What follows belongs to an exercise in optimizing a design on an open flow for small area, a short achievable clock period and few clock cycles per item; a production flow would make more cautious choices. Where RTL was checked, it was by simulation tests only, not by an equivalence proof against the original.

## run a
// pipelined_floating_point_multiplier
module pipelined_floating_point_multiplier #(
  parameter int unsigned EXPONENT_WIDTH   = 8,
  parameter int unsigned MANTISSA_WIDTH   = 23,
  parameter int unsigned ROUND_TO_NEAREST = 1
) (
  input  logic        clk,
  input  logic        rst,
  input  logic        in_valid,
  output logic        in_ready,
  input  logic [31:0] a,
  input  logic [31:0] b,
  output logic        out_valid,
  input  logic        out_ready,
  output logic [31:0] out,
  output logic        underflow_flag,
  output logic        overflow_flag,
  output logic        invalid_operation_flag
);
Size: roughly 2100 cells after synthesis, roughly 190 flip-flops, roughly 23000 um2 of cells after synthesis.
Settings: LEC_CHECK=0, CAP_MARGIN=20, CORE_MARGIN=2, CORE_UTILIZATION=40, SETUP_SLACK_MARGIN=4.95, SLEW_MARGIN=20, SYNTH_HIERARCHICAL=1; clock period 9.0 ns.
standard.sh (not shown) runs the stock make flow with config.mk's settings and CLKGATE_MAP_FILE= SYNTH_SCRIPT=/design/flow/synth_recipe.tcl, a recipe that flattens the netlist after the stock synthesis.
==> flow/flow/run.sh <==
#!/bin/bash
# Standard layout, with the port buffers as buf_2 cells instead of the
# default choice. Each tool's output goes to a log file in this folder.
set -e

export BUFFER_PORTS_ARGS="-buffer_cell sky130_fd_sc_hd__buf_2"
bash standard.sh > standard.log 2>&1
Modified inputs, run b compared to run a
--- a/flow/design.v
+++ b/flow/design.v
@@ -59,17 +59,17 @@
       r0_b_ez <= b_ez;
       r0_es   <= {1'b0, a_e} + {1'b0, b_e};
       r0_ma   <= a_m;
       r0_bone <= c_bone;
       r0_btwo <= c_btwo;
       r0_bneg <= c_bneg;
     end
   end
-  logic [47:17] ps, pc;
+  logic [47:15] ps, pc;
   logic         pcin;
   fpm_sigmul u_mul (.x(r0_ma), .bone(r0_bone), .btwo(r0_btwo), .bneg(r0_bneg),
                     .s(ps), .c(pc), .cin(pcin));
   logic [22:0] ym;
   always_comb begin
     for (int k = 0; k < 12; k++) begin
       if (2*k+1 <= 22) ym[2*k+1] = r0_bneg[k];
       ym[2*k] = r0_bone[k] ^ ((k == 0) ? 1'b0 : r0_bneg[(k == 0) ? 0 : k-1]);
@@ -110,17 +110,17 @@
     end else if (a_inf || b_inf) begin
       c_inf = 1'b1;
     end else if (r0_a_ez || r0_b_ez) begin
       c_zero = 1'b1;
     end
   end
   logic        r1_s, r1_nan, r1_inf, r1_zero, r1_inv;
   logic [8:0]  r1_es;
-  logic [47:17] r1_ps, r1_pc;
+  logic [47:15] r1_ps, r1_pc;
   logic         r1_cin;
   logic        r1_st0, r1_st1;
   logic        r1_v;
   always_ff @(posedge clk or posedge rst) begin
     if (rst)     r1_v <= 1'b0;
     else if (en) r1_v <= r0_v;
   end
   always_ff @(posedge clk) begin
@@ -133,18 +133,18 @@
       r1_es   <= r0_es;
       r1_ps   <= ps;
       r1_pc   <= pc;
       r1_cin  <= pcin;
       r1_st0  <= !z22;              
       r1_st1  <= !z23;              
     end
   end
-  logic [47:17] r1_p;
-  assign r1_p = r1_ps + r1_pc + 31'(r1_cin);
+  logic [47:15] r1_p;
+  assign r1_p = r1_ps + r1_pc + 33'(r1_cin);
   logic        hi;
   logic [22:0] man_h, man_l;
   logic        rnd_h, rnd_l;
   logic [23:0] mr_h, mr_l;
   logic [22:0] man_r;
   logic        cy;
   logic        uf, of;
   logic [7:0]  e_p1, e_p2, e_out;
@@ -222,17 +222,17 @@
   input  logic ordy,
   output logic rdy
 );
   assign rdy = !(v && !ordy);
 endmodule
 module fpm_sigmul (
   input  logic [22:0] x,
   input  logic [11:0] bone, btwo, bneg,
-  output logic [47:17] s, c,
+  output logic [47:15] s, c,
   output logic cin
 );
   logic [23:0] xx;
   assign xx = {1'b1, x};
   logic [24:0] pp0;
   logic [24:0] pp1;
   logic [24:0] pp2;
   logic [24:0] pp3;
@@ -846,23 +846,23 @@
   fpm_fa u_s585 (.a(c412), .b(s495), .ci(c494), .s(s585), .co(c586));
   wire s587, c588;
   fpm_fa u_s587 (.a(pp11[23]), .b(s497), .ci(c496), .s(s587), .co(c588));
   wire s589, c590;
   fpm_fa u_s589 (.a(s499), .b(pp11[24]), .ci(c498), .s(s589), .co(c590));
   wire s591, c592;
   fpm_fa u_s591 (.a(1'b1), .b(c500), .ci(~bneg[11]), .s(s591), .co(c592));
   logic [47:0] r0, r1;
-  logic [17:0] lsum;
+  logic [15:0] lsum;
   assign r0 = {c590, c588, c586, c584, c582, c580, c578, c576, c574, c572, c570, c568, c566, c564, c562, c560, c558, c556, c554, c552, c550, c548, c546, c544, c542, c540, c538, c536, c534, c532, c530, c528, c526, c524, c522, c520, c518, c516, c514, c512, c510, c508, c506, c504, c502, s501, pp0[1], bneg[0]};
   assign r1 = {s591, s589, s587, s585, s583, s581, s579, s577, s575, s573, s571, s569, s567, s565, s563, s561, s559, s557, s555, s553, s551, s549, s547, s545, s543, s541, s539, s537, s535, s533, s531, s529, s527, s525, s523, s521, s519, s517, s515, s513, s511, s509, s507, s505, s503, pp1[0], 1'b0, pp0[0]};
-  assign lsum = {1'b0, r0[16:0]} + {1'b0, r1[16:0]};
-  assign cin = lsum[17];
-  assign s = r0[47:17];
-  assign c = r1[47:17];
+  assign lsum = {1'b0, r0[14:0]} + {1'b0, r1[14:0]};
+  assign cin = lsum[15];
+  assign s = r0[47:15];
+  assign c = r1[47:15];
 endmodule
 module fpm_fa (
   input  logic a, b, ci,
   output logic s, co
 );
   assign s  = a ^ b ^ ci;
   assign co = (a & b) | (a & ci) | (b & ci);
 endmodule
==> summary.txt <==
The layout buffering overhead excluding clock cells reported for run b is smaller than that of run a by 1.9 points.
Run b vs. run a: number of cell rows went up by 1.1%.
Number of distinct library cell variants in the gate-level netlist after synthesis ends up lower on run a.
Run b ends up with higher sequential share of layout area than run a does.
Run b gives more routed length on met1 than run a did.
Summary of run b over run a: fraction of the mapped netlist area in compound gates decreased 0.32 points, sequential cell count increased 4.
Testbench counts of run b, summed over its fixed seeds: cycles 12,024, items 12,000.
The RTL of run a was laid out without a check of its function.

-- what the ideal ports hide --
How much do the figures lean on ideal ports? The routed layouts below were timed once more, with nothing changed but the port constraints. Step 1 assumes that a clkbuf_16 drives the clock port and a buf_2 every other input. Step 2 moves the port delays by t, midway between the first and last clock arrival at a register: inputs arrive t later, outputs are due t later. That takes back most of the time a late clock gives input paths. Three values: ideal ports, drivers, drivers and shift; two values: the first two.
run | t, ns | slack for setup (ns) | hold slack, ns | worst setup path at the end | clock arrival spread, ns
run a | 0.552 | 4.930 / 4.930 / 4.930 | 0.423 / 0.423 / 0.423 | register to register | 0.021 / 0.021
run b | 0.569 | 5.027 / 5.009 / 5.009 | 0.428 / 0.428 / 0.428 | input to output | 0.021 / 0.021
After both steps setup and hold are still met in every run listed. The setup slack of run b, which loses most, moves by -0.018 ns with the drivers and by -0.018 ns with both steps.
